What follows belongs to an exercise in optimizing a design on an open flow for small area, a short achievable clock period and few clock cycles per item; a production flow would make more cautious choices.
RTL that was checked went through simulation tests only; none was proved equivalent to the original.
For runs 3 to 5, only the layout was checked, not whether the RTL still works.
Power is estimated from default activity; no workload was simulated.

## config.mk

```make
export PLATFORM = sky130hd
export DESIGN_NAME = serial_frame_to_omni_motor_drive
export DESIGN_NICKNAME = serial_frame_to_omni_motor_drive
export VERILOG_FILES = /design/flow/design.v
export SDC_FILE = /design/flow/constraint.sdc
export NUM_CORES = 4
export LEC_CHECK = 0
export ABC_CLOCK_PERIOD_IN_PS = 3500
export CAP_MARGIN = 20
export CORE_MARGIN = 2
export CORE_UTILIZATION = 40
export SETUP_SLACK_MARGIN = 3
export SLEW_MARGIN = 20
```

## constraint.sdc

```tcl
create_clock -name core_clock -period 7.0 [get_ports {clk}]
set_input_delay 1.4000 -clock core_clock [delete_from_list [all_inputs] [get_ports {clk}]]
set_output_delay 1.4000 -clock core_clock [all_outputs]
set_load 0.01 [all_outputs]
```

## design.v

```verilog
`timescale 1ns / 1ps
package sfomd_pkg;
  localparam int unsigned FRAME_KEPT = 7;
  localparam int unsigned WRAP_SLOTS = 33;
  localparam logic [7:0]  END_BYTE   = 8'h80;
  localparam logic [1:0]  CFG_PWM_PERIOD    = 2'd0;
  localparam logic [1:0]  CFG_ROTATION_GAIN = 2'd1;
  localparam logic [1:0]  CFG_BRAKE_BELOW   = 2'd2;
  localparam logic [15:0] PWM_PERIOD_RST    = 16'd1473;
  localparam logic [2:0]  ROTATION_GAIN_RST = 3'd1;
  localparam logic [7:0]  BRAKE_BELOW_RST   = 8'd50;
endpackage
`timescale 1ns / 1ps
module sfomd_duty
(
  input  logic [28:0] x,
  output logic [15:0] duty
);
  logic [7:0] a2, a1, a0;
  logic       sat;
  logic [8:0] t9;
  logic [9:0] s10, low;
  logic [1:0] f;
  logic [7:0] hi;
  assign a2  = x[23:16];
  assign a1  = x[15:8];
  assign a0  = x[7:0];
  assign sat = (x[28:24] != '0) || (a2 == 8'hff);
  assign t9  = {1'b0, a2} + {1'b0, a1};
  assign s10 = {1'b0, t9} + {2'b00, a0};
  assign f   = (s10 >= 10'd510) ? 2'd2 : (s10 >= 10'd255) ? 2'd1 : 2'd0;
  assign low = {1'b0, t9} + {8'd0, f};
  assign hi  = a2 + {6'd0, low[9:8]};
  assign duty = sat ? 16'hffff : {hi, low[7:0]};
endmodule
`timescale 1ns / 1ps
module serial_frame_to_omni_motor_drive
(
  input  logic                   clk,
  input  logic                   rst_n,
  input  logic                   in_valid,
  output logic                   in_ready,
  input  logic [7:0]             in_data,
  output logic                   out_valid,
  input  logic                   out_ready,
  output logic [1:0]             out_motor_index,
  output logic                   out_forward_pin,
  output logic                   out_reverse_pin,
  output logic [15:0]            out_duty,
  output logic                   out_status_led,
  output logic                   out_last,
  input  logic                   cfg_we,
  input  logic [1:0]             cfg_index,
  input  logic [15:0]            cfg_data
);
  logic [15:0] period_r;
  logic [2:0]  gain_r;
  logic [7:0]  brake_r;
  logic [7:0]  slot_r [sfomd_pkg::FRAME_KEPT];
  logic [5:0]  pos_r;
  logic [6:0]  pos_inc;
  logic        in_ready_r;
  logic        jp_r;
  logic        cap_v;
  logic [1:0]  mw_r;
  logic [7:0]  cx_r, cy_r;
  logic signed [13:0] turn_r;
  logic        m_v, m_ph;
  logic [12:0] m_r;
  logic        m_neg;
  logic        acc_v;
  logic [28:0] acc_r;
  logic        a_fwd, a_rev;
  logic        out_valid_r;
  logic [1:0]  o_idx;
  logic        o_fwd, o_rev, o_led, o_last;
  logic [15:0] o_duty;
  logic accept, end_acc, out_free, deliver, do_a, do_b, do_mix, mix_last, judge;
  logic jp_nxt, cap_v_nxt, m_v_nxt, m_ph_nxt, jposs_nxt;
  logic [1:0] mw_nxt;
  assign accept   = in_valid && in_ready_r;
  assign end_acc  = accept && (in_data == sfomd_pkg::END_BYTE);
  assign out_free = !out_valid_r || out_ready;
  assign deliver  = acc_v && out_free;
  assign do_a     = m_v && !m_ph && (!acc_v || deliver);
  assign do_b     = m_v && m_ph;
  assign do_mix   = cap_v && (!m_v || do_b);
  assign mix_last = do_mix && (mw_r == 2'd3);
  assign judge    = jp_r && (!cap_v || mix_last);
  logic [6:0]  sum7;
  logic        good;
  logic signed [10:0] s4;
  logic signed [13:0] turn;
  assign sum7 = slot_r[0][6:0] + slot_r[1][6:0] + slot_r[2][6:0]
              + slot_r[3][6:0] + slot_r[4][6:0] + slot_r[5][6:0];
  assign good = (slot_r[6] == {1'b0, sum7});
  assign s4   = $signed({1'b0, slot_r[4], 2'b00}) - 11'sd255;
  assign turn = $signed({1'b0, gain_r}) * s4;
  logic [7:0]  sb;
  logic signed [10:0] sv;
  logic signed [13:0] v;
  logic [13:0] vabs;
  assign sb   = mw_r[0] ? cy_r : cx_r;
  assign sv   = $signed({1'b0, sb, 2'b00}) - 11'sd255;
  assign v    = mw_r[1] ? (turn_r - 14'(sv)) : (turn_r + 14'(sv));
  assign vabs = v[13] ? 14'(-v) : 14'(v);
  logic [6:0]  mb;
  logic [21:0] addend;
  logic [28:0] prod;
  logic        brk;
  assign mb     = m_ph ? m_r[6:0] : {1'b0, m_r[12:7]};
  assign addend = m_ph ? acc_r[21:0] : 22'd0;
  assign prod   = period_r * mb + {addend, 7'd0};
  assign brk    = (m_r < {5'd0, brake_r});
  logic [15:0] duty;
  sfomd_duty u_duty (
    .x    (acc_r),
    .duty (duty)
  );
  assign pos_inc   = {1'b0, pos_r} + 7'd1;
  assign jp_nxt    = end_acc || (jp_r && !judge);
  assign cap_v_nxt = judge ? good : (mix_last ? 1'b0 : cap_v);
  assign mw_nxt    = do_mix ? mw_r + 2'd1 : mw_r;
  assign m_v_nxt   = do_mix ? 1'b1 : (do_b ? 1'b0 : m_v);
  assign m_ph_nxt  = do_mix ? 1'b0 : (do_a ? 1'b1 : m_ph);
  assign jposs_nxt = !cap_v_nxt || ((mw_nxt == 2'd3) && (!m_v_nxt || m_ph_nxt));
  always_ff @(posedge clk) begin
    if (!rst_n) begin
      period_r    <= sfomd_pkg::PWM_PERIOD_RST;
      gain_r      <= sfomd_pkg::ROTATION_GAIN_RST;
      brake_r     <= sfomd_pkg::BRAKE_BELOW_RST;
      for (int i = 0; i < sfomd_pkg::FRAME_KEPT; i++) slot_r[i] <= '0;
      pos_r       <= '0;
      in_ready_r  <= 1'b1;
      jp_r        <= 1'b0;
      cap_v       <= 1'b0;
      mw_r        <= '0;
      m_v         <= 1'b0;
      m_ph        <= 1'b0;
      acc_v       <= 1'b0;
      out_valid_r <= 1'b0;
      o_idx       <= 2'd3;
      o_led       <= 1'b0;
    end else begin
      if (cfg_we) begin
        case (cfg_index)
          sfomd_pkg::CFG_PWM_PERIOD:    period_r <= cfg_data;
          sfomd_pkg::CFG_ROTATION_GAIN: gain_r   <= cfg_data[2:0];
          sfomd_pkg::CFG_BRAKE_BELOW:   brake_r  <= cfg_data[7:0];
          default: ;
        endcase
      end
      if (accept) begin
        if (pos_r < 6'(sfomd_pkg::FRAME_KEPT)) slot_r[pos_r[2:0]] <= in_data;
        if (in_data == sfomd_pkg::END_BYTE || pos_inc >= 7'(sfomd_pkg::WRAP_SLOTS)) begin
          pos_r <= '0;
        end else begin
          pos_r <= pos_inc[5:0];
        end
      end
      jp_r       <= jp_nxt;
      in_ready_r <= !(jp_nxt && !jposs_nxt);
      cap_v      <= cap_v_nxt;
      mw_r       <= mw_nxt;
      m_v        <= m_v_nxt;
      m_ph       <= m_ph_nxt;
      if (do_b) begin
        acc_v <= 1'b1;
      end else if (deliver) begin
        acc_v <= 1'b0;
      end
      if (deliver) begin
        out_valid_r <= 1'b1;
        o_idx       <= o_idx + 2'd1;
        if (o_idx == 2'd3) o_led <= !o_led;
      end else if (out_ready) begin
        out_valid_r <= 1'b0;
      end
    end
  end
  always_ff @(posedge clk) begin
    if (judge) begin
      cx_r   <= slot_r[2];
      cy_r   <= slot_r[3];
      turn_r <= turn;
    end
    if (do_mix) begin
      m_r   <= vabs[12:0];
      m_neg <= v[13];
    end
    if (do_a || do_b) acc_r <= prod;
    if (do_b) begin
      a_fwd <= brk || !m_neg;
      a_rev <= brk || m_neg;
    end
    if (deliver) begin
      o_fwd  <= a_fwd;
      o_rev  <= a_rev;
      o_duty <= duty;
      o_last <= (o_idx == 2'd2);
    end
  end
  assign in_ready        = in_ready_r;
  assign out_valid       = out_valid_r;
  assign out_motor_index = o_idx;
  assign out_forward_pin = o_fwd;
  assign out_reverse_pin = o_rev;
  assign out_duty        = o_duty;
  assign out_status_led  = o_led;
  assign out_last        = o_last;
endmodule
```

## run.sh

```bash
#!/bin/bash
# synth_recipe.tcl (not shown) runs the flow's synth.tcl, then flattens the netlist and writes it again
# the make line also repeats each setting of config.mk as NAME=value (left out here)
make -C /OpenROAD-flow-scripts/flow DESIGN_CONFIG=/design/flow/config.mk WORK_HOME=/design/flow/orfs CLKGATE_MAP_FILE= SYNTH_SCRIPT=/design/flow/synth_recipe.tcl finish
```

==> results.tsv, run 1 <==
stage	metric	value	unit
status	status	timing/DRC/antenna clean	
placement	port bufs	54	
die	DIE AREA	39100	um^2
die	Die Wd	198	um
clock_tree	total number of H-tree levels	4	
logic_synthesis	Mapped Area	15000	um^2
grt	most used routing layer in global routing	met2	
worst_setup_path	cells on worst reg2reg path	23	
final_layout	share of layout cells above drive strength 1	18.4	%
sta	measured slew at the worst slew-check pin	1.06	ns
sta	clk_skew	0.0175	ns
sta	Final period util	77.9	%
logic_synthesis	post-synthesis register bit count	192	
worst_setup_path	Worst EP arrival	5.67	ns
worst_setup_path	CP delay by family, top	adder cells	
logic_synthesis	ys flop type	edfxtp_1	
final_layout	register area	5240	um^2
detailed_routing	wire per inst	16.6	um
clock_tree	hold_buf cts	0	
placement	placed inst area	16500	um^2
min_path	hold_sp	a_rev$_DFFE_PP_	
clock_tree	CTS Buf Count	17	
sta	Final Max Tran Viols	0	
sta	# setup viols final	0	
sta	TNS Setup	0	ns
sta	RSZ-0062 raised after global routing	yes	
detailed_routing	vias	10509	
die	starting density of the core	40.8	%
die	row count	70	
power_and_ir_drop	total power draw	2.85	mW
placement	Detailed Place HPWL	25.3	mm
worst_setup_path	crit path max fanout	5	
die	Top Ports	55	
sta	Worst slew margin	28.9	%
clock_tree	CTS tree	done	
worst_setup_path	WS Path Type	flop to flop	
final_layout	# diodes	0	
final_layout	footprint of the multi-input gates	9790	um^2
logic_synthesis	Synth Area in XOR/XNOR	6.58	%
placement	Placed Cells	1957	
grt	largest net degree at the start of global routing	62	
grt	M3 GR Usage	2.78	%
worst_setup_path	CP max stage delay	0.45	ns
clock_tree	Clock Sink Count	192	
grt	All-Layer GR Usage	18.7	%
sta	Achievable Freq	183	MHz
detailed_routing	DRC Markers	0	
logic_synthesis	largest family of logic cells by synthesized area	adder cells	
final_layout	area delta synth->final	22.6	%
worst_setup_path	Reg2Reg Setup Slack	1.55	ns
min_path	min-delay worst type	flop to flop	
placement	placer congestion estimate	0.828	
detailed_routing	post-route ant nets	0	
die	CORE AREA	36800	um^2
min_path	Hold Crit Endpoint	o_rev$_DFFE_PP_	
clock_tree	Clock Path Buffers	2	
power_and_ir_drop	Max rail drop VDD	0.178	mV
worst_setup_path	origin of the critical flop-to-flop path	acc_r[8]$_DFFE_PP_	
logic_synthesis	syn_nets	1737	
clock_tree	clk latency of the worst-skew pair	0.47	ns
grt	first-pass GRT wire length	56.4	mm
logic_synthesis	adder-cell share of the synthesized area	26.4	%
logic_synthesis	Post-Syn Instances	1462	
detailed_routing	First-pass DRT Iterations	7	
logic_synthesis	Synth Area in Compound Gates	8.27	%
detailed_routing	vias per cell	5.04	
logic_synthesis	Synth Area in Simple Gates	15.9	%
logic_synthesis	Synth cell types	67	
sta	min cycle time layout	5.45	ns
worst_setup_path	reg2reg end	o_duty[12]$_SDFFCE_PP1P_	
worst_setup_path	CP cell instances	ha_2 > fa_2 > a21o_1 > a21oi_2 > xnor2_2 > ha_4 > and3_4 > a221o_1 > or4_4 > a31oi_4 > nor2b_4 > mux2i_1 > o22ai_2 > ha_2 > fa_2 > and4_4 > nand3_1 > xor2_1 > ha_2 > fa_2 > nand3_1 > xor2_1 > nand2_1	
worst_setup_path	crit path buf inv count	0	
sta	Final Hold Fails	0	
logic_synthesis	post-synthesis mux area share	2.29	%
grt	gr ovfl total	0	
die	Die H	198	um
final_layout	Fillers	3342	
run	MaxCap Viol Count	0	
power_and_ir_drop	Leak Pwr	7.85	nW
final_layout	Non-Filler Instances	2084	
min_path	Hold Path Depth	0	
detailed_routing	1st-iter DRT viols	472	
detailed_routing	DRT Wirelength	34.5	mm
final_layout	Finished Cell Area	18400	um^2
logic_synthesis	Avg Inst Size Synth	10.3	um^2
worst_setup_path	crit path launch type	flop	
logic_synthesis	Yosys warning count	1	
grt	grt met1 use	23.5	%
worst_setup_path	Worst path slowest cell	or4_4	
grt	GR Layer Usage met2	32.8	%
worst_setup_path	Critical Path RT	7.21	ns
final_layout	Final nets	1878	
logic_synthesis	FFs w/ async S/R, synth	0	%
grt	vias in the first global route	10917	
logic_synthesis	Seq/Total Area, Yosys	34.9	%
clock_tree	Clock transition at path regs	0.08	ns
final_layout	fin util	50.1	%
power_and_ir_drop	PwrDens	155	nW/um^2
clock_tree	Root Buffer	clkbuf_16	
logic_synthesis	Post-synth EDFFs	139	
grt	antenna violations before repair	0	
worst_setup_path	CP Capture Type	flop	
==> per-stage QoR <==
step / setup slack (ns) / hold slack [ns]
after floorplan: 1.82 / 0.400
after global placement: 1.43 / 0.401
final: 1.55 / 0.422
after CTS: 1.54 / 0.418
after detailed placement: 1.28 / 0.405
after global routing: 1.28 / 0.431
==> area by class of cell <==
cell class,instances,area share (%)
well taps,468,3.18
flip-flops and latches,192,28.5
multi-input cells,1044,53.2
inverters,193,3.93
clock buffers,18,2.33
repair buffers,155,8.15
clock inverters,14,0.768
==> repair_timing <==
item                                    in CTS  in global routing
gates resized for setup                     55                 64
gates cloned                                 4                  0
endpoints found under the setup margin      54                 52
buffers inserted                            62                 29
pin swaps                                   50                 63
==> registers in the layout, summed over array words and instances (netlist names), 2 cells and up <==
register and cells:
cx_r 8, m_r 13, o_idx 2, gain_r 3, period_r 16, acc_r 29, turn_r 14, slot_r 53
brake_r 8, pos_r 6, o_duty 16, mw_r 2, cy_r 8
==> worst max path at each step <==
stage,end,startpoint,slack [ns],cells past startpoint
after floorplan,o_duty[14]$_SDFFCE_PP1P_,acc_r[16]$_DFFE_PP_,1.82,23
after global placement,o_duty[11]$_SDFFCE_PP1P_,acc_r[17]$_DFFE_PP_,1.43,22
after detailed placement,o_duty[11]$_SDFFCE_PP1P_,acc_r[17]$_DFFE_PP_,1.28,22
after CTS,o_duty[12]$_SDFFCE_PP1P_,acc_r[8]$_DFFE_PP_,1.54,25
after global routing,o_duty[12]$_SDFFCE_PP1P_,acc_r[8]$_DFFE_PP_,1.28,25
final,o_duty[12]$_SDFFCE_PP1P_,acc_r[8]$_DFFE_PP_,1.55,23
==> cell usage in the layout (no fill, tap or decap), types with 11 or more instances in the layout <==
| master | instances |
|---|---|
| and3_1 | 11 |
| buf_6 | 18 |
| nand2_1 | 168 |
| clkdlybuf4s50_1 | 53 |
| xor2_1 | 34 |
| mux2i_1 | 28 |
| nand2b_1 | 12 |
| fa_1 | 107 |
| ha_1 | 103 |
| inv_1 | 184 |
| xnor2_1 | 64 |
| nand3_1 | 21 |
| a21o_1 | 29 |
| o21ai_0 | 21 |
| dfxtp_1 | 51 |
| a21oi_2 | 17 |
| a21boi_0 | 12 |
| fa_2 | 14 |
| nor2b_1 | 66 |
| and2_1 | 57 |
| clkbuf_16 | 17 |
| a21oi_1 | 34 |
| edfxtp_1 | 139 |
| nor2_1 | 45 |
| buf_4 | 73 |
| ha_4 | 15 |
==> cells by family after synthesis <==
kind of cell    Yosys count
xor+xnor                111
mux                      34
flops                   192
fa+ha+maj               244
buf+inv                 228
compound gates          184
simple gates            469
==> per-layer routing <==
layer  wire length (um)  share of wire (%)
met5                  0                  0
met4                663                1.9
met3               1100                3.2
met2              17600                 51
met1              15100                 44
==> cells in the mapped netlist, types with 7 or more instances <==
cell type | instances | area, um^2
ha_1 | 123 | 1540
o21a_1 | 9 | 67.6
and2_1 | 61 | 382
nor2_1 | 48 | 180
o21bai_1 | 7 | 52.6
clkbuf_1 | 32 | 120
inv_1 | 193 | 724
nor3_1 | 12 | 60.1
a31oi_1 | 7 | 43.8
nor2b_1 | 81 | 507
nand2_1 | 174 | 653
nand3_1 | 24 | 120
fa_1 | 121 | 2420
o21ai_0 | 25 | 125
a21boi_0 | 13 | 97.6
xnor2_1 | 74 | 648
dfxtp_1 | 53 | 1060
a21o_1 | 29 | 218
edfxtp_1 | 139 | 4170
and3_1 | 12 | 75.1
mux2i_1 | 31 | 310
o31ai_1 | 9 | 67.6
xor2_1 | 35 | 307
a21oi_1 | 52 | 260
nand2b_1 | 16 | 100
==> power by group <==
group	internal [mW]	switching, mW
clock	0.473	0.492
combinational	0.311	0.313
sequential	1.24	0.0235
total	2.02	0.829
Testbench counts, summed over its fixed seeds: cycles 3,168, frames 384.
==> run 2, diff against run 1 <==
--- a/config.mk
+++ b/config.mk
@@ -5,9 +5,7 @@
 export SDC_FILE = /design/flow/constraint.sdc
 export NUM_CORES = 4
 export LEC_CHECK = 0
-export ABC_CLOCK_PERIOD_IN_PS = 3500
 export CAP_MARGIN = 20
 export CORE_MARGIN = 2
 export CORE_UTILIZATION = 40
-export SETUP_SLACK_MARGIN = 3
 export SLEW_MARGIN = 20
==> results.tsv, run 2 <==
stage	metric	value	unit
grt	gr ovfl total	0	
logic_synthesis	cell taking the most area after synthesis	edfxtp_1	
grt	All-Layer GR Usage	17.4	%
placement	pre-CTS setup slack	0.862	ns
worst_setup_path	CP delay by family, top	adder cells	
clock_tree	Clock Sink Count	192	
final_layout	footprint of the multi-input gates	8950	um^2
logic_synthesis	Mapped Area	15000	um^2
logic_synthesis	post-synthesis register bit count	192	
clock_tree	Root Buffer	clkbuf_16	
worst_setup_path	origin of the critical flop-to-flop path	acc_r[16]$_DFFE_PP_	
logic_synthesis	Area contributors post-synth	edfxtp_1 28%, fa_1 16%, ha_1 10%, dfxtp_1 7.1%, inv_1 4.8%	
final_layout	Top reg by flops	slot_r	
sta	RSZ-0062 raised after global routing	no	
logic_synthesis	Seq/Total Area, Yosys	34.9	%
worst_setup_path	crit path launch type	flop	
power_and_ir_drop	PwrDens	164	nW/um^2
worst_setup_path	crit path buf inv count	0	
worst_setup_path	Worst path slowest cell	nor4_1	
logic_synthesis	top-area cell type share of the netlist area	27.8	%
sta	Final Hold Fails	0	
die	Top Ports	55	
sta	hold slack	0.421	ns
grt	antenna violations before repair	0	
final_layout	Final nets	1785	
grt	first-pass GRT wire length	52.6	mm
detailed_routing	1st-iter DRT viols	449	
grt	largest net degree at the start of global routing	62	
sta	Achievable Freq	163	MHz
worst_setup_path	crit path launch	acc_r[16]$_DFFE_PP_	
worst_setup_path	Critical Path RT	7.21	ns
detailed_routing	vias per cell	5.03	
worst_setup_path	Worst EP arrival	6.33	ns
logic_synthesis	ys flop type	edfxtp_1	
sta	min setup slack post-route	0.880	ns
final_layout	# diodes	0	
worst_setup_path	critical path's most frequent cell	ha_1	
sta	# setup viols final	0	
sta	Worst slew margin	34.4	%
clock_tree	total number of H-tree levels	4	
sta	measured slew at the worst slew-check pin	0.978	ns
run	MaxCap Viol Count	0	
final_layout	most frequent cells in the layout	193 x inv_1, 174 x nand2_1, 139 x edfxtp_1, 123 x ha_1, 121 x fa_1	
min_path	hold_sp	slot_r[2][7]$_SDFFCE_PN0P_	
die	Die Wd	198	um
worst_setup_path	WS Path Type	flop to flop	
logic_synthesis	syn_nets	1737	
detailed_routing	post-route ant nets	0	
clock_tree	post-CTS resize count	0	
placement	placer congestion estimate	0.786	
final_layout	max FFs per register	53	
logic_synthesis	Post-Syn Instances	1462	
final_layout	Top Registers	slot_r (53), acc_r (29)	
die	Die H	198	um
final_layout	share of layout cells above drive strength 1	4.46	%
logic_synthesis	Avg Inst Size Synth	10.3	um^2
detailed_routing	wire per inst	16.0	um
status	status	timing/DRC/antenna clean	
final_layout	most common cell after layout, fill and taps aside	inv_1	
placement	Detailed Place HPWL	24.8	mm
clock_tree	setup bufs post-CTS	0	
clock_tree	hold_buf cts	0	
power_and_ir_drop	Leak Pwr	7.20	nW
worst_setup_path	CP max stage delay	0.49	ns
clock_tree	clk latency of the worst-skew pair	0.46	ns
sta	Final Max Tran Viols	0	
grt	vias in the first global route	10262	
sta	clk_skew	0.0140	ns
min_path	min-delay worst type	flop to flop	
final_layout	Fillers	3433	
worst_setup_path	Reg2Reg Setup Slack	0.88	ns
logic_synthesis	Post-synth EDFFs	139	
detailed_routing	vias	10022	
power_and_ir_drop	Max rail drop VDD	0.132	mV
clock_tree	CTS Buf Count	17	
die	row count	70	
final_layout	area delta synth->final	11.2	%
sta	Final period util	87.4	%
clock_tree	Clock transition at path regs	0.08	ns
sta	min cycle time layout	6.12	ns
die	CORE AREA	36800	um^2
final_layout	register area	5240	um^2
detailed_routing	DRC Markers	0	
clock_tree	Clock Path Buffers	2	
logic_synthesis	Commonest cells post-synth	193 x inv_1, 174 x nand2_1, 139 x edfxtp_1	
logic_synthesis	Synth cell types	67	
worst_setup_path	CP cell instances	ha_1 > fa_1 > a21o_1 > a21oi_1 > xnor2_1 > ha_1 > and3_1 > a221o_1 > or4_1 > nand2_1 > xor2_1 > nor4_1 > o22ai_1 > ha_1 > fa_1 > and4_1 > nand3_1 > xor2_1 > ha_1 > fa_1 > nand3_1 > xor2_1 > nand2_1	
worst_setup_path	crit path max fanout	6	
worst_setup_path	CP Capture Type	flop	
detailed_routing	DRT Wirelength	31.8	mm
clock_tree	CTS tree	done	
die	starting density of the core	40.8	%
logic_synthesis	most numerous cell in the Yosys netlist	inv_1	
detailed_routing	First-pass DRT Iterations	5	
logic_synthesis	Yosys warning count	1	
die	DIE AREA	39100	um^2
logic_synthesis	FFs w/ async S/R, synth	0	%
placement	port bufs	54	
sta	TNS Setup	0	ns
-- run 2: metal layers --
layer | GRT usage [%] | routed length (um) | vias to the layer above
li1 | - | - | 4946
met5 | 0 | 0 | -
met1 | 21.5 | 14200 | 4900
met3 | 2.73 | 970 | 28
met2 | 31.4 | 16100 | 148
met4 | 4.62 | 488 | 0
-- run 2: cells by family (layout without fill, tap and decap cells) --
kind of cell	after synthesis	count (layout)	share of synthesized area (%)
adder cells (fa/ha/maj)	244	244	26.4
multiplexers	34	34	2.29
AO/OA/AOI/OAI	184	184	8.27
buffers and inverters	228	289	5.72
flip-flops	192	192	34.9
AND/OR/NAND/NOR	469	469	15.9
XOR/XNOR	111	111	6.58
-- run 2: worst paths after layout --
path	endpoint	cells past startpoint
min reg2reg	cx_r[7]$_DFFE_PP_	0
max reg2reg	o_duty[14]$_SDFFCE_PP1P_	23
max	o_duty[14]$_SDFFCE_PP1P_	23
min	cx_r[7]$_DFFE_PP_	0
-- run 2: cell type report --
class	count	share of cell area (%)
multi-input cells	1042	53.6
clock buffers	17	2.55
inverters	193	4.34
repair buffers	64	3.66
well taps	468	3.51
clock inverters	15	0.967
flip-flops and latches	192	31.4
-- run 2: worst reg2reg max path: stages, from the launching register on --
cell      delay (ns)
edfxtp_1        0.47
ha_1            0.26
fa_1            0.41
a21o_1          0.17
a21oi_1         0.20
xnor2_1         0.23
ha_1            0.36
and3_1          0.17
a221o_1         0.32
or4_1           0.43
nand2_1         0.09
xor2_1          0.06
nor4_1          0.49
o22ai_1         0.17
ha_1            0.22
fa_1            0.42
and4_1          0.20
nand3_1         0.10
xor2_1          0.07
ha_1            0.24
fa_1            0.43
nand3_1         0.11
xor2_1          0.17
nand2_1         0.06
-- run 2: per-stage QoR --
stage	power (mW)	std cells	utilization, %	instance area (um^2)
floorplan	1.66	1462	-	15000
global placement	1.77	1959	43.7	16100
detailed placement	1.78	1959	43.7	16100
CTS	2.77	1991	45.3	16700
global route	2.88	1991	45.4	16700
finish	2.74	1991	45.4	16700
-- run 2: where the power goes --
group | total [mW] | leakage [nW] | internal (mW) | switching [mW]
Combinational | 0.486 | 5.20 | 0.227 | 0.259
Sequential | 1.26 | 1.72 | 1.24 | 0.0233
Clock | 0.986 | 0.280 | 0.479 | 0.507
Total | 2.74 | 7.20 | 1.95 | 0.790
==> run 3, diff against run 2 <==
--- a/design.v
+++ b/design.v
@@ -11,6 +11,49 @@
   localparam logic [7:0]  BRAKE_BELOW_RST   = 8'd50;
 endpackage
 `timescale 1ns / 1ps
+module sfomd_benc (
+  input  logic [2:0] dg,
+  input  logic       s,
+  output logic [2:0] ctl
+);
+  logic one, two;
+  assign one = dg[1] ^ dg[0];
+  assign two = (dg == 3'b011) || (dg == 3'b100);
+  assign ctl = {one, two, (dg[2] ^ s) && (one || two)};
+endmodule
+module sfomd_mul (
+  input  logic [15:0] period,
+  input  logic [2:0]  ctl0, ctl1, ctl2, ctl3,    
+  input  logic        ph,
+  input  logic [22:0] acc,
+  output logic [28:0] sum
+);
+  logic [17:0] r0, r1, r2, r3;
+  logic        n0, n1, n2, n3;
+  assign n0 = ctl0[0];
+  assign n1 = ctl1[0];
+  assign n2 = ctl2[0];
+  assign n3 = ctl3[0];
+  assign r0 = ((ctl0[2] ? {2'b00, period} : 18'd0) | (ctl0[1] ? {1'b0, period, 1'b0} : 18'd0)) ^ {18{n0}};
+  assign r1 = ((ctl1[2] ? {2'b00, period} : 18'd0) | (ctl1[1] ? {1'b0, period, 1'b0} : 18'd0)) ^ {18{n1}};
+  assign r2 = ((ctl2[2] ? {2'b00, period} : 18'd0) | (ctl2[1] ? {1'b0, period, 1'b0} : 18'd0)) ^ {18{n2}};
+  assign r3 = ((ctl3[2] ? {2'b00, period} : 18'd0) | (ctl3[1] ? {1'b0, period, 1'b0} : 18'd0)) ^ {18{n3}};
+  logic [28:0] op0, op1, op2, op3, opc;
+  assign op0 = {11'd0, ~r0[17], r0[16:0]};
+  assign op1 = {9'd0,  ~r1[17], r1[16:0], 1'b0, n0};
+  assign op2 = {7'd0,  ~r2[17], r2[16:0], 1'b0, n1, 2'b00};
+  assign op3 = ph ? {acc, 1'b0, n2, 4'b0000}
+                  : {5'd0, ~r3[17], r3[16:0], 1'b0, n2, 4'b0000};
+  assign opc = {5'b11111, ph, 1'b1, 1'b0, 1'b1, 1'b0, 1'b1, 1'b1, 10'd0, n3 & ~ph, 6'd0};
+  logic [28:0] s1, c1, s2, c2, s3, c3;
+  assign s1 = op0 ^ op1 ^ op2;
+  assign c1 = {((op0 & op1) | (op0 & op2) | (op1 & op2)), 1'b0};
+  assign s2 = s1 ^ c1 ^ op3;
+  assign c2 = {((s1 & c1) | (s1 & op3) | (c1 & op3)), 1'b0};
+  assign s3 = s2 ^ c2 ^ opc;
+  assign c3 = {((s2 & c2) | (s2 & opc) | (c2 & opc)), 1'b0};
+  assign sum = s3 + c3;
+endmodule
 module sfomd_duty
 (
   input  logic [28:0] x,
@@ -18,20 +61,23 @@
 );
   logic [7:0] a2, a1, a0;
   logic       sat;
-  logic [8:0] t9;
-  logic [9:0] s10, low;
-  logic [1:0] f;
-  logic [7:0] hi;
+  logic [8:0] u, u1, u2, l;
+  logic [9:0] t;
+  logic       ge1, ge2;
+  logic [7:0] h;
   assign a2  = x[23:16];
   assign a1  = x[15:8];
   assign a0  = x[7:0];
   assign sat = (x[28:24] != '0) || (a2 == 8'hff);
-  assign t9  = {1'b0, a2} + {1'b0, a1};
-  assign s10 = {1'b0, t9} + {2'b00, a0};
-  assign f   = (s10 >= 10'd510) ? 2'd2 : (s10 >= 10'd255) ? 2'd1 : 2'd0;
-  assign low = {1'b0, t9} + {8'd0, f};
-  assign hi  = a2 + {6'd0, low[9:8]};
-  assign duty = sat ? 16'hffff : {hi, low[7:0]};
+  assign u   = {1'b0, a2} + {1'b0, a1};
+  assign u1  = u + 9'd1;
+  assign u2  = u + 9'd2;
+  assign t   = {2'b00, a2} + {2'b00, a1} + {2'b00, a0};
+  assign ge1 = (t >= 10'd255);
+  assign ge2 = (t >= 10'd510);
+  assign l   = ge2 ? u2 : (ge1 ? u1 : u);
+  assign h   = l[8] ? a2 + 8'd1 : a2;
+  assign duty = sat ? 16'hffff : {h, l[7:0]};
 endmodule
 `timescale 1ns / 1ps
 module serial_frame_to_omni_motor_drive
@@ -66,8 +112,7 @@
   logic [7:0]  cx_r, cy_r;
   logic signed [13:0] turn_r;
   logic        m_v, m_ph;
-  logic [12:0] m_r;
-  logic        m_neg;
+  logic signed [13:0] m_r;
   logic        acc_v;
   logic [28:0] acc_r;
   logic        a_fwd, a_rev;
@@ -76,7 +121,7 @@
   logic        o_fwd, o_rev, o_led, o_last;
   logic [15:0] o_duty;
   logic accept, end_acc, out_free, deliver, do_a, do_b, do_mix, mix_last, judge;
-  logic jp_nxt, cap_v_nxt, m_v_nxt, m_ph_nxt, jposs_nxt;
+  logic jp_nxt, cap_v_nxt, cap_g_nxt, m_v_nxt, m_ph_nxt, jposs_nxt;
   logic [1:0] mw_nxt;
   assign accept   = in_valid && in_ready_r;
   assign end_acc  = accept && (in_data == sfomd_pkg::END_BYTE);
@@ -99,19 +144,35 @@
   logic [7:0]  sb;
   logic signed [10:0] sv;
   logic signed [13:0] v;
-  logic [13:0] vabs;
   assign sb   = mw_r[0] ? cy_r : cx_r;
   assign sv   = $signed({1'b0, sb, 2'b00}) - 11'sd255;
   assign v    = mw_r[1] ? (turn_r - 14'(sv)) : (turn_r + 14'(sv));
-  assign vabs = v[13] ? 14'(-v) : 14'(v);
-  logic [6:0]  mb;
-  logic [21:0] addend;
   logic [28:0] prod;
   logic        brk;
-  assign mb     = m_ph ? m_r[6:0] : {1'b0, m_r[12:7]};
-  assign addend = m_ph ? acc_r[21:0] : 22'd0;
-  assign prod   = period_r * mb + {addend, 7'd0};
-  assign brk    = (m_r < {5'd0, brake_r});
+  logic [14:0] vx_mix, vx_m;
+  logic [2:0]  ctl_r [4];
+  logic [2:0]  ctl_mix [4];
+  logic [2:0]  ctl_lo [3];
+  assign vx_mix = {v, 1'b0};
+  assign vx_m   = {m_r, 1'b0};
+  for (genvar k = 0; k < 4; k++) begin : g_enc_hi
+    sfomd_benc u_enc (.dg(vx_mix[2*(k+3) +: 3]), .s(v[13]), .ctl(ctl_mix[k]));
+  end
+  for (genvar k = 0; k < 3; k++) begin : g_enc_lo
+    sfomd_benc u_enc (.dg(vx_m[2*k +: 3]), .s(m_r[13]), .ctl(ctl_lo[k]));
+  end
+  sfomd_mul u_mul (
+    .period (period_r),
+    .ctl0   (ctl_r[0]),
+    .ctl1   (ctl_r[1]),
+    .ctl2   (ctl_r[2]),
+    .ctl3   (ctl_r[3]),
+    .ph     (m_ph),
+    .acc    (acc_r[22:0]),
+    .sum    (prod)
+  );
+  assign brk = m_r[13] ? ($signed(m_r) > -$signed({6'd0, brake_r}))
+                       : ($signed(m_r) <  $signed({6'd0, brake_r}));
   logic [15:0] duty;
   sfomd_duty u_duty (
     .x    (acc_r),
@@ -123,7 +184,8 @@
   assign mw_nxt    = do_mix ? mw_r + 2'd1 : mw_r;
   assign m_v_nxt   = do_mix ? 1'b1 : (do_b ? 1'b0 : m_v);
   assign m_ph_nxt  = do_mix ? 1'b0 : (do_a ? 1'b1 : m_ph);
-  assign jposs_nxt = !cap_v_nxt || ((mw_nxt == 2'd3) && (!m_v_nxt || m_ph_nxt));
+  assign cap_g_nxt = judge || (cap_v && !mix_last);
+  assign jposs_nxt = !cap_g_nxt || ((mw_nxt == 2'd3) && (!m_v_nxt || m_ph_nxt));
   always_ff @(posedge clk) begin
     if (!rst_n) begin
       period_r    <= sfomd_pkg::PWM_PERIOD_RST;
@@ -185,13 +247,16 @@
       turn_r <= turn;
     end
     if (do_mix) begin
-      m_r   <= vabs[12:0];
-      m_neg <= v[13];
+      m_r   <= v;
+      for (int k = 0; k < 4; k++) ctl_r[k] <= ctl_mix[k];
+    end else if (do_a) begin
+      for (int k = 0; k < 3; k++) ctl_r[k] <= ctl_lo[k];
+      ctl_r[3] <= 3'b000;
     end
     if (do_a || do_b) acc_r <= prod;
     if (do_b) begin
-      a_fwd <= brk || !m_neg;
-      a_rev <= brk || m_neg;
+      a_fwd <= brk || !m_r[13];
+      a_rev <= brk || m_r[13];
     end
     if (deliver) begin
       o_fwd  <= a_fwd;
--- a/config.mk
+++ b/config.mk
@@ -8,4 +8,5 @@
 export CAP_MARGIN = 20
 export CORE_MARGIN = 2
 export CORE_UTILIZATION = 40
+export SETUP_SLACK_MARGIN = 2.5
 export SLEW_MARGIN = 20
==> results.tsv, run 3 <==
stage	metric	value	unit
worst_setup_path	crit path launch type	flop	
sta	min setup slack post-route	2.54	ns
placement	Placed Cells	2070	
final_layout	Top reg by flops	slot_r	
min_path	hold_sp	slot_r[2][7]$_SDFFCE_PN0P_	
sta	hold slack	0.423	ns
worst_setup_path	reg2reg end	acc_r[27]$_DFFE_PP_	
clock_tree	CTS Buf Count	26	
final_layout	max FFs per register	53	
detailed_routing	vias per cell	5.23	
sta	Final Max Tran Viols	0	
final_layout	Final nets	1889	
sta	RSZ-0062 raised after global routing	yes	
min_path	min-delay worst type	flop to flop	
detailed_routing	First-pass DRT Iterations	6	
logic_synthesis	Synth cell types	77	
logic_synthesis	Seq/Total Area, Yosys	35.7	%
grt	first-pass GRT wire length	58.4	mm
final_layout	share of layout cells above drive strength 1	14.1	%
final_layout	most frequent cells in the layout	159 x inv_1, 150 x edfxtp_1, 137 x nand2_1, 127 x ha_1, 122 x xnor2_1	
placement	Detailed Place HPWL	26.2	mm
detailed_routing	DRT Wirelength	36.3	mm
clock_tree	clk latency of the worst-skew pair	0.56	ns
logic_synthesis	cell taking the most area after synthesis	edfxtp_1	
clock_tree	Clock Path Buffers	3	
worst_setup_path	cells on worst reg2reg path	19	
power_and_ir_drop	PwrDens	187	nW/um^2
final_layout	fin util	48.4	%
logic_synthesis	Area contributors post-synth	edfxtp_1 29%, ha_1 12%, fa_1 8.4%, xnor2_1 7.4%, dfxtp_1 6.8%	
detailed_routing	vias	11411	
clock_tree	total number of H-tree levels	1	
detailed_routing	post-route ant nets	0	
min_path	Hold Crit Endpoint	cx_r[7]$_DFFE_PP_	
logic_synthesis	Commonest cells post-synth	161 x inv_1, 152 x ha_1, 150 x edfxtp_1	
logic_synthesis	Yosys warning count	5	
detailed_routing	wire per inst	16.7	um
sta	Final period util	63.7	%
sta	clk_skew	0.0276	ns
logic_synthesis	top-area cell type share of the netlist area	28.9	%
grt	largest net degree at the start of global routing	61	
logic_synthesis	Post-Syn Instances	1562	
grt	All-Layer GR Usage	17.7	%
logic_synthesis	ys flop type	edfxtp_1	
logic_synthesis	Avg Inst Size Synth	9.97	um^2
worst_setup_path	Reg2Reg Setup Slack	2.54	ns
die	Die H	201	um
sta	Final Hold Fails	0	
logic_synthesis	FFs w/ async S/R, synth	0	%
die	Top Ports	55	
worst_setup_path	CP Capture Type	flop	
clock_tree	hold_buf cts	0	
sta	# setup viols final	0	
die	Die Wd	201	um
worst_setup_path	Worst EP arrival	4.75	ns
die	CORE AREA	38600	um^2
placement	placer congestion estimate	0.859	
logic_synthesis	post-synthesis register bit count	203	
grt	gr ovfl total	0	
worst_setup_path	WS Path Type	flop to flop	
worst_setup_path	crit path max fanout	4	
clock_tree	Clock transition at path regs	0.06	ns
worst_setup_path	Critical Path RT	7.30	ns
sta	TNS Setup	0	ns
final_layout	Top Registers	slot_r (53), acc_r (29)	
die	DIE AREA	40500	um^2
worst_setup_path	origin of the critical flop-to-flop path	ctl_r[2][2]$_DFFE_PP_	
clock_tree	CTS tree	done	
min_path	Hold Path Depth	0	
grt	antenna violations before repair	0	
run	MaxCap Viol Count	0	
logic_synthesis	most numerous cell in the Yosys netlist	inv_1	
die	row count	72	
logic_synthesis	Mapped Area	15600	um^2
clock_tree	Clock Sink Count	203	
final_layout	Non-Filler Instances	2180	
logic_synthesis	syn_nets	1810	
placement	pre-CTS setup slack	1.84	ns
sta	min cycle time layout	4.46	ns
grt	vias in the first global route	11357	
power_and_ir_drop	Max rail drop VDD	0.190	mV
sta	Achievable Freq	224	MHz
detailed_routing	DRC Markers	0	
final_layout	area delta synth->final	19.7	%
placement	port bufs	54	
sta	measured slew at the worst slew-check pin	1.06	ns
detailed_routing	1st-iter DRT viols	668	
final_layout	most common cell after layout, fill and taps aside	inv_1	
clock_tree	Root Buffer	clkbuf_16	
power_and_ir_drop	Leak Pwr	7.39	nW
status	status	timing/DRC/antenna clean	
logic_synthesis	Post-synth EDFFs	150	
sta	Worst slew margin	28.9	%
die	starting density of the core	40.4	%
## run 3: what timing repair did
item | 4_1_cts | 5_1_grt
setup endpoints to repair | 24 | 25
resized for setup | 24 | 85
pin swaps | 11 | 79
setup buffers | 37 | 24
## run 3: cells by family (layout without fill, tap and decap cells)
| logic type | count (synthesis) | after routing | synth area share, % |
|---|---|---|---|
| AND/OR/NAND/NOR | 417 | 417 | 13.9 |
| adder cells (fa/ha/maj) | 217 | 217 | 20.6 |
| buffers and inverters | 233 | 332 | 5.62 |
| AO/OA/AOI/OAI | 309 | 309 | 13.6 |
| other | 0 | 1 | 0 |
| XOR/XNOR | 153 | 153 | 8.60 |
| multiplexers | 30 | 30 | 1.94 |
| flip-flops | 203 | 203 | 35.7 |
## run 3: worst max-delay path: stages, from the launching register on
cell	delay, ns
edfxtp_1	0.46
buf_6	0.16
buf_6	0.11
a22oi_2	0.20
xnor2_2	0.11
fa_1	0.52
inv_2	0.04
fa_1	0.55
ha_4	0.22
ha_4	0.17
a211oi_2	0.17
o21bai_1	0.11
buf_4	0.15
a31oi_4	0.19
a31oi_4	0.12
a41oi_2	0.25
o21ai_2	0.11
a211o_1	0.32
a21oi_2	0.13
xnor2_1	0.08
## run 3: routing by layer
layer	vias to the layer above	wire length [um]	track usage, %
li1	5601	-	-
met1	5516	16000	22.5
met2	223	18000	31.6
met3	71	1350	2.24
met4	0	1010	4.75
met5	-	0	0
## run 3: how the worst max path moves through the flow
stage	end	depth (start not counted)	slack, ns	start
floorplan	acc_r[28]$_DFFE_PP_	18	2.47	ctl_r[0][1]$_DFFE_PP_
global placement	acc_r[28]$_DFFE_PP_	16	1.92	ctl_r[0][0]$_DFFE_PP_
detailed placement	acc_r[28]$_DFFE_PP_	16	1.84	ctl_r[0][0]$_DFFE_PP_
CTS	acc_r[28]$_DFFE_PP_	17	2.48	ctl_r[1][2]$_DFFE_PP_
global route	o_duty[9]$_SDFFCE_PP1P_	16	2.33	acc_r[19]$_DFFE_PP_
finish	acc_r[27]$_DFFE_PP_	19	2.54	ctl_r[2][2]$_DFFE_PP_
## run 3: final cells by class
type | count | area, um^2
Antenna cell | 1 | 2.50
Inverter | 163 | 616
Clock inverter | 12 | 144
Timing Repair Buffer | 121 | 1090
Sequential cell | 203 | 5570
Clock buffer | 36 | 771
Multi-Input combinational cell | 1126 | 9800
Tap cell | 518 | 648
Fill cell | 3578 | 19900
## run 3: metrics by stage
step	power, mW	cell area (um^2)
6_report	3.49	18600
5_1_grt	3.66	18600
4_1_cts	3.43	18000
3_5_place_dp	2.00	16600
3_3_place_gp	1.99	16600
2_1_floorplan	1.86	15600
## run 3: power breakdown
part	total, mW	internal [mW]	switching, mW
Sequential	1.36	1.33	0.0288
Clock	1.39	0.848	0.541
Combinational	0.744	0.371	0.373
==> run 4, diff against run 3 <==
--- a/config.mk
+++ b/config.mk
@@ -8,5 +8,4 @@
 export CAP_MARGIN = 20
 export CORE_MARGIN = 2
 export CORE_UTILIZATION = 40
-export SETUP_SLACK_MARGIN = 2.5
 export SLEW_MARGIN = 20
==> results.tsv, run 4 <==
stage	metric	value	unit
status	status	timing/DRC/antenna clean	
detailed_routing	DRC Markers	0	
logic_synthesis	Area contributors post-synth	edfxtp_1 29%, ha_1 12%, fa_1 8.4%, xnor2_1 7.4%, dfxtp_1 6.8%	
die	Top Ports	55	
clock_tree	Clock Path Buffers	3	
worst_setup_path	Critical Path RT	7.30	ns
sta	Final Hold Fails	0	
final_layout	register area	5570	um^2
die	CORE AREA	38600	um^2
worst_setup_path	crit path max fanout	11	
sta	Final Max Tran Viols	0	
clock_tree	Clock Sink Count	203	
worst_setup_path	CP endpoint	acc_r[28]$_DFFE_PP_	
die	starting density of the core	40.4	%
clock_tree	Clock transition at path regs	0.06	ns
final_layout	Top Registers	slot_r (53), acc_r (29)	
final_layout	# diodes	0	
detailed_routing	First-pass DRT Iterations	5	
worst_setup_path	crit path launch	ctl_r[0][0]$_DFFE_PP_	
die	DIE AREA	40500	um^2
logic_synthesis	ys flop type	edfxtp_1	
grt	antenna violations before repair	0	
placement	pre-CTS setup slack	1.62	ns
final_layout	share of layout cells above drive strength 1	5.37	%
logic_synthesis	Commonest cells post-synth	161 x inv_1, 152 x ha_1, 150 x edfxtp_1	
logic_synthesis	Post-synth EDFFs	150	
final_layout	Final nets	1830	
clock_tree	CTS tree	done	
grt	vias in the first global route	11282	
die	Die H	201	um
final_layout	footprint of the multi-input gates	9150	um^2
final_layout	area delta synth->final	12.1	%
sta	Worst slew margin	34.9	%
worst_setup_path	Worst EP arrival	5.69	ns
clock_tree	hold_buf cts	0	
grt	All-Layer GR Usage	17.6	%
run	MaxCap Viol Count	0	
clock_tree	post-CTS resize count	0	
final_layout	Fillers	3669	
clock_tree	Root Buffer	clkbuf_16	
logic_synthesis	post-synthesis register bit count	203	
detailed_routing	1st-iter DRT viols	638	
placement	placer congestion estimate	0.848	
die	Die Wd	201	um
worst_setup_path	Reg2Reg Setup Slack	1.61	ns
worst_setup_path	reg2reg end	acc_r[28]$_DFFE_PP_	
sta	clk_skew	0.0176	ns
logic_synthesis	Yosys warning count	5	
grt	first-pass GRT wire length	58.2	mm
worst_setup_path	origin of the critical flop-to-flop path	ctl_r[0][0]$_DFFE_PP_	
detailed_routing	wire per inst	16.4	um
sta	RSZ-0062 raised after global routing	no	
logic_synthesis	top-area cell type share of the netlist area	28.9	%
final_layout	Top reg by flops	slot_r	
sta	TNS Setup	0	ns
sta	min cycle time layout	5.39	ns
final_layout	most frequent cells in the layout	161 x inv_1, 152 x ha_1, 150 x edfxtp_1, 138 x nand2_1, 131 x xnor2_1	
sta	# setup viols final	0	
logic_synthesis	most numerous cell in the Yosys netlist	inv_1	
clock_tree	total number of H-tree levels	1	
clock_tree	setup bufs post-CTS	0	
logic_synthesis	cell taking the most area after synthesis	edfxtp_1	
die	row count	72	
detailed_routing	vias	10988	
logic_synthesis	syn_nets	1810	
worst_setup_path	cells on worst reg2reg path	16	
logic_synthesis	Mapped Area	15600	um^2
power_and_ir_drop	Max rail drop VDD	0.232	mV
logic_synthesis	Seq/Total Area, Yosys	35.7	%
detailed_routing	post-route ant nets	0	
sta	min setup slack post-route	1.61	ns
clock_tree	clk latency of the worst-skew pair	0.56	ns
logic_synthesis	Synth cell types	77	
detailed_routing	DRT Wirelength	34.8	mm
worst_setup_path	WS Path Type	flop to flop	
logic_synthesis	FFs w/ async S/R, synth	0	%
final_layout	max FFs per register	53	
sta	measured slew at the worst slew-check pin	0.970	ns
worst_setup_path	CP Capture Type	flop	
placement	port bufs	54	
placement	Detailed Place HPWL	26.8	mm
final_layout	most common cell after layout, fill and taps aside	inv_1	
logic_synthesis	Avg Inst Size Synth	9.97	um^2
worst_setup_path	crit path launch type	flop	
power_and_ir_drop	Leak Pwr	7.00	nW
sta	Achievable Freq	186	MHz
logic_synthesis	Post-Syn Instances	1562	
min_path	min-delay worst type	flop to flop	
grt	largest net degree at the start of global routing	61	
detailed_routing	vias per cell	5.18	
grt	gr ovfl total	0	
sta	Final period util	77.0	%
power_and_ir_drop	PwrDens	190	nW/um^2
clock_tree	CTS Buf Count	26	
[run 4: worst max-delay path: stages (launching register included)]
cell	delay, ns
edfxtp_1	0.56
inv_1	0.49
xnor2_1	0.19
fa_1	0.56
inv_1	0.06
fa_1	0.47
ha_1	0.31
ha_1	0.35
a21oi_1	0.17
o21bai_1	0.07
a41oi_1	0.29
o21ai_1	0.20
a221oi_1	0.57
a31oi_1	0.20
a41oi_1	0.34
a21oi_1	0.14
xor2_1	0.17
[run 4: per-layer routing]
metal  up-vias  part of all wire (%)  GRT usage [%]
met5         -                     0              0
met1      5238                    44           22.2
met2       214                    49           31.5
met4         0                   2.9           5.33
li1       5478                     -              -
met3        58                   3.9           2.28
[run 4: how the worst min path moves through the flow]
stage / start / endpoint / slack [ns] / cells past startpoint
2_1_floorplan: slot_r[2][7]$_SDFFCE_PN0P_ / cx_r[7]$_DFFE_PP_ / 0.40 / 0
3_3_place_gp: slot_r[3][7]$_SDFFCE_PN0P_ / cy_r[7]$_DFFE_PP_ / 0.40 / 0
3_5_place_dp: slot_r[2][7]$_SDFFCE_PN0P_ / cx_r[7]$_DFFE_PP_ / 0.40 / 0
4_1_cts: slot_r[2][7]$_SDFFCE_PN0P_ / cx_r[7]$_DFFE_PP_ / 0.41 / 0
5_1_grt: slot_r[2][7]$_SDFFCE_PN0P_ / cx_r[7]$_DFFE_PP_ / 0.43 / 0
6_report: slot_r[2][7]$_SDFFCE_PN0P_ / cx_r[7]$_DFFE_PP_ / 0.41 / 0
[run 4: power by group]
group	internal [mW]	leakage (nW)	switching (mW)
clock network	0.811	0.425	0.535
registers	1.33	1.82	0.0279
logic	0.289	4.75	0.323
total	2.43	7.00	0.886
[run 4: cell type report]
class	count	share of cell area (%)
timing repair buffer	62	3.41
clock buffer	37	4.20
tap	518	3.71
clock inverter	11	0.846
sequential	203	31.9
inverter	163	3.51
multi-input combinational	1126	52.4
[run 4: cell families (layout without fill, tap and decap cells)]
group	Yosys count	in the layout	synth area share, %
DFF	203	203	35.7
and+or+nand+nor	417	417	13.9
adders and majority gates	217	217	20.6
xor gates and xnor gates	153	153	8.60
buffers and inverters	233	273	5.62
AOI/OAI and AO/OA	309	309	13.6
muxes	30	30	1.94
[run 4: metrics by stage]
stage	utilization, %	power (mW)	instance area [um^2]	std cells	hold slack [ns]
after floorplan	-	1.85	15600	1562	0.400
after CTS	45.2	3.35	17400	2119	0.410
after detailed placement	43.0	1.99	16600	2071	0.405
final	45.3	3.31	17500	2120	0.411
after global routing	45.3	3.49	17500	2120	0.430
after global placement	43.0	1.98	16600	2071	0.404
==> run 5, diff against run 4 <==
--- a/design.v
+++ b/design.v
@@ -25,34 +25,33 @@
   input  logic [15:0] period,
   input  logic [2:0]  ctl0, ctl1, ctl2, ctl3,    
   input  logic        ph,
-  input  logic [22:0] acc,
-  output logic [28:0] sum
-);
-  logic [17:0] r0, r1, r2, r3;
-  logic        n0, n1, n2, n3;
+  input  logic [28:0] acc_s, acc_c,
+  output logic [28:0] sum_s, sum_c
+);
+  logic [17:0] r0, r1, r2;
+  logic [16:0] r3;
+  logic        n0, n1, n2;
   assign n0 = ctl0[0];
   assign n1 = ctl1[0];
   assign n2 = ctl2[0];
-  assign n3 = ctl3[0];
   assign r0 = ((ctl0[2] ? {2'b00, period} : 18'd0) | (ctl0[1] ? {1'b0, period, 1'b0} : 18'd0)) ^ {18{n0}};
   assign r1 = ((ctl1[2] ? {2'b00, period} : 18'd0) | (ctl1[1] ? {1'b0, period, 1'b0} : 18'd0)) ^ {18{n1}};
   assign r2 = ((ctl2[2] ? {2'b00, period} : 18'd0) | (ctl2[1] ? {1'b0, period, 1'b0} : 18'd0)) ^ {18{n2}};
-  assign r3 = ((ctl3[2] ? {2'b00, period} : 18'd0) | (ctl3[1] ? {1'b0, period, 1'b0} : 18'd0)) ^ {18{n3}};
-  logic [28:0] op0, op1, op2, op3, opc;
-  assign op0 = {11'd0, ~r0[17], r0[16:0]};
-  assign op1 = {9'd0,  ~r1[17], r1[16:0], 1'b0, n0};
-  assign op2 = {7'd0,  ~r2[17], r2[16:0], 1'b0, n1, 2'b00};
-  assign op3 = ph ? {acc, 1'b0, n2, 4'b0000}
-                  : {5'd0, ~r3[17], r3[16:0], 1'b0, n2, 4'b0000};
-  assign opc = {5'b11111, ph, 1'b1, 1'b0, 1'b1, 1'b0, 1'b1, 1'b1, 10'd0, n3 & ~ph, 6'd0};
-  logic [28:0] s1, c1, s2, c2, s3, c3;
-  assign s1 = op0 ^ op1 ^ op2;
-  assign c1 = {((op0 & op1) | (op0 & op2) | (op1 & op2)), 1'b0};
-  assign s2 = s1 ^ c1 ^ op3;
-  assign c2 = {((s1 & c1) | (s1 & op3) | (c1 & op3)), 1'b0};
-  assign s3 = s2 ^ c2 ^ opc;
-  assign c3 = {((s2 & c2) | (s2 & opc) | (c2 & opc)), 1'b0};
-  assign sum = s3 + c3;
+  assign r3 = (ctl3[2] ? {1'b0, period} : 17'd0) | (ctl3[1] ? {period, 1'b0} : 17'd0);
+  logic [28:0] op0, op1, op2, op3, op4;
+  assign op0 = {9'd0, ~r0[17], r0[17], r0[17], r0[16:0]};
+  assign op1 = {8'd0, 1'b1, ~r1[17], r1[16:0], 1'b0, n0};
+  assign op2 = {7'h7f, ~r2[17], r2[16:0], 1'b0, n1, 2'b00};
+  assign op3 = ph ? {acc_s[22:0], 1'b0, n2, 4'b0000}
+                  : {6'd0, r3, 1'b0, n2, 4'b0000};
+  assign op4 = ph ? {acc_c[22:0], 6'd0} : 29'd0;
+  logic [28:0] s1, c1, s2, c2;
+  assign s1    = op0 ^ op1 ^ op2;
+  assign c1    = {((op0 & op1) | (op0 & op2) | (op1 & op2)), 1'b0};
+  assign s2    = s1 ^ c1 ^ op3;
+  assign c2    = {((s1 & c1) | (s1 & op3) | (c1 & op3)), 1'b0};
+  assign sum_s = s2 ^ c2 ^ op4;
+  assign sum_c = {((s2 & c2) | (s2 & op4) | (c2 & op4)), 1'b0};
 endmodule
 module sfomd_duty
 (
@@ -114,20 +113,25 @@
   logic        m_v, m_ph;
   logic signed [13:0] m_r;
   logic        acc_v;
-  logic [28:0] acc_r;
+  logic [28:0] acc_s, acc_c;
   logic        a_fwd, a_rev;
+  logic        x_v;
+  logic [28:0] x_r;
+  logic        x_fwd, x_rev;
   logic        out_valid_r;
   logic [1:0]  o_idx;
   logic        o_fwd, o_rev, o_led, o_last;
   logic [15:0] o_duty;
-  logic accept, end_acc, out_free, deliver, do_a, do_b, do_mix, mix_last, judge;
+  logic accept, end_acc, out_free, deliver, x_free, do_c, do_a, do_b, do_mix, mix_last, judge;
   logic jp_nxt, cap_v_nxt, cap_g_nxt, m_v_nxt, m_ph_nxt, jposs_nxt;
   logic [1:0] mw_nxt;
   assign accept   = in_valid && in_ready_r;
   assign end_acc  = accept && (in_data == sfomd_pkg::END_BYTE);
   assign out_free = !out_valid_r || out_ready;
-  assign deliver  = acc_v && out_free;
-  assign do_a     = m_v && !m_ph && (!acc_v || deliver);
+  assign deliver  = x_v && out_free;
+  assign x_free   = !x_v || deliver;
+  assign do_c     = acc_v && x_free;
+  assign do_a     = m_v && !m_ph && (!acc_v || do_c);
   assign do_b     = m_v && m_ph;
   assign do_mix   = cap_v && (!m_v || do_b);
   assign mix_last = do_mix && (mw_r == 2'd3);
@@ -147,7 +151,7 @@
   assign sb   = mw_r[0] ? cy_r : cx_r;
   assign sv   = $signed({1'b0, sb, 2'b00}) - 11'sd255;
   assign v    = mw_r[1] ? (turn_r - 14'(sv)) : (turn_r + 14'(sv));
-  logic [28:0] prod;
+  logic [28:0] prod_s, prod_c;
   logic        brk;
   logic [14:0] vx_mix, vx_m;
   logic [2:0]  ctl_r [4];
@@ -168,14 +172,16 @@
     .ctl2   (ctl_r[2]),
     .ctl3   (ctl_r[3]),
     .ph     (m_ph),
-    .acc    (acc_r[22:0]),
-    .sum    (prod)
+    .acc_s  (acc_s),
+    .acc_c  (acc_c),
+    .sum_s  (prod_s),
+    .sum_c  (prod_c)
   );
   assign brk = m_r[13] ? ($signed(m_r) > -$signed({6'd0, brake_r}))
                        : ($signed(m_r) <  $signed({6'd0, brake_r}));
   logic [15:0] duty;
   sfomd_duty u_duty (
-    .x    (acc_r),
+    .x    (x_r),
     .duty (duty)
   );
   assign pos_inc   = {1'b0, pos_r} + 7'd1;
@@ -200,6 +206,7 @@
       m_v         <= 1'b0;
       m_ph        <= 1'b0;
       acc_v       <= 1'b0;
+      x_v         <= 1'b0;
       out_valid_r <= 1'b0;
       o_idx       <= 2'd3;
       o_led       <= 1'b0;
@@ -228,8 +235,13 @@
       m_ph       <= m_ph_nxt;
       if (do_b) begin
         acc_v <= 1'b1;
+      end else if (do_c) begin
+        acc_v <= 1'b0;
+      end
+      if (do_c) begin
+        x_v <= 1'b1;
       end else if (deliver) begin
-        acc_v <= 1'b0;
+        x_v <= 1'b0;
       end
       if (deliver) begin
         out_valid_r <= 1'b1;
@@ -253,14 +265,22 @@
       for (int k = 0; k < 3; k++) ctl_r[k] <= ctl_lo[k];
       ctl_r[3] <= 3'b000;
     end
-    if (do_a || do_b) acc_r <= prod;
+    if (do_a || do_b) begin
+      acc_s <= prod_s;
+      acc_c <= prod_c;
+    end
     if (do_b) begin
       a_fwd <= brk || !m_r[13];
       a_rev <= brk || m_r[13];
     end
+    if (do_c) begin
+      x_r   <= acc_s + acc_c;
+      x_fwd <= a_fwd;
+      x_rev <= a_rev;
+    end
     if (deliver) begin
-      o_fwd  <= a_fwd;
-      o_rev  <= a_rev;
+      o_fwd  <= x_fwd;
+      o_rev  <= x_rev;
       o_duty <= duty;
       o_last <= (o_idx == 2'd2);
     end
--- a/config.mk
+++ b/config.mk
@@ -8,4 +8,5 @@
 export CAP_MARGIN = 20
 export CORE_MARGIN = 2
 export CORE_UTILIZATION = 40
+export SETUP_SLACK_MARGIN = 2.5
 export SLEW_MARGIN = 20
==> results.tsv, run 5 <==
stage	metric	value	unit
worst_setup_path	CP max stage delay	0.41	ns
sta	Achievable Freq	231	MHz
sta	min setup slack post-route	2.67	ns
run	MaxCap Viol Count	0	
power_and_ir_drop	Leak Pwr	7.80	nW
final_layout	most common cell after layout, fill and taps aside	edfxtp_1	
worst_setup_path	Critical Path RT	7.27	ns
clock_tree	Clock Path Buffers	3	
detailed_routing	First-pass DRT Iterations	5	
logic_synthesis	cell taking the most area after synthesis	edfxtp_1	
sta	Final Max Tran Viols	0	
clock_tree	Root Buffer	clkbuf_16	
sta	clk_skew	0.0237	ns
detailed_routing	vias per cell	5.20	
worst_setup_path	WS Path Type	flop to flop	
worst_setup_path	CP cell instances	ha_1 > fa_2 > a21oi_2 > o21bai_1 > xor2_2 > ha_4 > nor2b_2 > a221o_1 > a211oi_4 > nand4b_1 > o311ai_4 > a211oi_2 > nand3_4 > o31a_1 > or3b_1	
worst_setup_path	crit path max fanout	6	
detailed_routing	post-route ant nets	0	
detailed_routing	wl on met1	18.2	mm
min_path	min-delay worst type	flop to flop	
detailed_routing	DR WL met2	17.2	mm
final_layout	Fillers	4016	
final_layout	fin util	46.5	%
logic_synthesis	FFs w/ async S/R, synth	0	%
placement	port bufs	54	
detailed_routing	vias	11935	
detailed_routing	wire per inst	16.7	um
power_and_ir_drop	PwrDens	192	nW/um^2
placement	Detailed Place HPWL	28.7	mm
final_layout	Top reg by flops	slot_r	
logic_synthesis	Avg Inst Size Synth	10.7	um^2
worst_setup_path	Worst path slowest cell	fa_2	
die	CORE AREA	43300	um^2
detailed_routing	DR top layer	met4	
worst_setup_path	crit path buf inv count	0	
sta	Final Hold Fails	0	
logic_synthesis	Seq/Total Area, Yosys	41.3	%
die	row count	76	
status	status	timing/DRC/antenna clean	
grt	antenna violations before repair	1	
sta	measured slew at the worst slew-check pin	1.06	ns
logic_synthesis	Area contributors post-synth	edfxtp_1 35%, fa_1 9.7%, ha_1 9.7%, dfxtp_1 6.1%, xnor2_1 5.7%	
sta	min cycle time layout	4.33	ns
die	starting density of the core	40.7	%
final_layout	Non-Filler Instances	2297	
logic_synthesis	post-synthesis register bit count	260	
detailed_routing	DRC Markers	0	
detailed_routing	1st-iter DRT viols	660	
final_layout	area delta synth->final	14.3	%
clock_tree	Clock Sink Count	260	
clock_tree	hold_buf cts	0	
logic_synthesis	Mapped Area	17600	um^2
logic_synthesis	ys flop type	edfxtp_1	
final_layout	share of layout cells above drive strength 1	8.01	%
sta	Final period util	61.9	%
worst_setup_path	CP Capture Type	flop	
logic_synthesis	Post-Syn Instances	1640	
die	DIE AREA	45700	um^2
final_layout	max FFs per register	53	
clock_tree	total number of H-tree levels	2	
die	Die H	214	um
clock_tree	CTS tree	done	
detailed_routing	DRT Wirelength	38.3	mm
sta	# setup viols final	0	
worst_setup_path	Worst EP arrival	4.60	ns
clock_tree	clk latency of the worst-skew pair	0.55	ns
logic_synthesis	Commonest cells post-synth	206 x edfxtp_1, 146 x inv_1, 144 x nand2_1	
power_and_ir_drop	total power draw	3.86	mW
final_layout	footprint of the multi-input gates	9670	um^2
grt	gr ovfl total	0	
grt	vias in the first global route	12077	
final_layout	Top Registers	slot_r (53), acc_s (29), x_r (29)	
worst_setup_path	CP delay by family, top	compound AO/OA/AOI/OAI gates	
logic_synthesis	most numerous cell in the Yosys netlist	edfxtp_1	
logic_synthesis	Post-synth EDFFs	206	
sta	RSZ-0062 raised after global routing	no	
placement	placer congestion estimate	0.854	
placement	pre-CTS setup slack	1.87	ns
worst_setup_path	Reg2Reg Setup Slack	2.67	ns
logic_synthesis	top-area cell type share of the netlist area	35.1	%
die	Die Wd	214	um
final_layout	Final nets	1937	
die	Top Ports	55	
sta	Worst slew margin	28.8	%
grt	largest net degree at the start of global routing	62	
grt	All-Layer GR Usage	17.5	%
worst_setup_path	crit path launch type	flop	
placement	Placed Cells	2213	
logic_synthesis	syn_nets	1892	
logic_synthesis	Yosys warning count	5	
clock_tree	Clock transition at path regs	0.06	ns
grt	first-pass GRT wire length	63.2	mm
sta	TNS Setup	0	ns
logic_synthesis	Synth cell types	75	
power_and_ir_drop	Max rail drop VDD	0.221	mV
final_layout	most frequent cells in the layout	206 x edfxtp_1, 145 x inv_1, 142 x nand2_1, 131 x ha_1, 114 x xnor2_1	
final_layout	register area	7270	um^2
clock_tree	CTS Buf Count	35	
detailed_routing	met3 wire length	1.90	mm
run 5: logic make-up (layout without fill, tap and decap cells):
| group | Yosys count | after routing | synth area share (%) |
|---|---|---|---|
| other | 0 | 1 | 0 |
| xor gates and xnor gates | 147 | 147 | 7.31 |
| muxes | 37 | 37 | 2.13 |
| AOI/OAI and AO/OA | 317 | 317 | 12.7 |
| adders and majority gates | 221 | 221 | 19.3 |
| DFF | 260 | 260 | 41.3 |
| and+or+nand+nor | 434 | 434 | 12.4 |
| buffers and inverters | 224 | 295 | 4.87 |
run 5: path summary, 6_finish.rpt:
kind                                   startpoint                        to  depth (start not counted)
worst max-delay path            x_r[16]$_DFFE_PP_  o_duty[13]$_SDFFCE_PP1P_                         15
worst min-delay path              x_fwd$_DFFE_PP_           o_fwd$_DFFE_PP_                          0
worst max register to register  x_r[16]$_DFFE_PP_  o_duty[13]$_SDFFCE_PP1P_                         15
worst min register to register    x_fwd$_DFFE_PP_           o_fwd$_DFFE_PP_                          0
run 5: power by group:
part	switching (mW)	internal (mW)	total, mW
Clock	0.704	1.06	1.76
Combinational	0.199	0.187	0.385
Sequential	0.0263	1.69	1.71
run 5: routing by layer:
layer	vias up	global-route usage, %
li1	5861	-
met5	-	0
met2	237	27.8
met4	0	6.30
met3	62	3.18
met1	5775	23.9
run 5: metrics by stage:
step	instance area (um^2)	hold WS (ns)
CTS	20000	0.411
global placement	18700	0.405
finish	20100	0.410
global route	20100	0.427
floorplan	17600	0.400
detailed placement	18700	0.408
run 5: repair_timing:
item	4_1_cts	5_1_grt
setup endpoints to repair	12	8
pin swaps	6	9
buffers inserted	13	7
gates resized for setup	15	13
run 5: cell type report:
class                           count  share of cell area, %
Multi-Input combinational cell   1156                   48.1
Sequential cell                   260                   36.1
Clock buffer                       40                   4.55
Timing Repair Buffer               83                   3.76
Tap cell                          585                   3.64
Inverter                          149                   2.78
Clock inverter                     23                   1.06
Antenna cell                        1                 0.0124

## afterwards: timing with drivers on the ports
In the flow no input, the clock included, has a driving cell. The finished layouts below were timed again as built, in two steps. Step 1 sets driving cells, clkbuf_16 on the clock port and buf_2 on the other inputs (assumed; they add their load-dependent delay and slew). Step 2 adds t to the input delays and takes it off the output delays; t is the mean of the earliest and latest rising clock arrival at the registers after step 1. Input paths then give back, and output paths get back, about the clock's delay inside the block. a / b / c = ideal ports / drivers / drivers and shift; a / b = the first two.
run | shift t [ns] | setup slack, ns | worst data-port slew with drivers (ns) | pins driven straight from the clock port
run 1 | 0.510 | 1.548 / 1.548 / 1.548 | 0.04 | 1
run 2 | 0.508 | 0.880 / 0.880 / 0.880 | 0.04 | 1
run 3 | 0.604 | 2.542 / 2.542 / 2.542 | 0.09 | 1
run 4 | 0.598 | 1.612 / 1.612 / 1.612 | 0.08 | 1
run 5 | 0.591 | 2.668 / 2.668 / 2.668 | 0.07 | 1
After both steps every run listed still meets setup and hold.
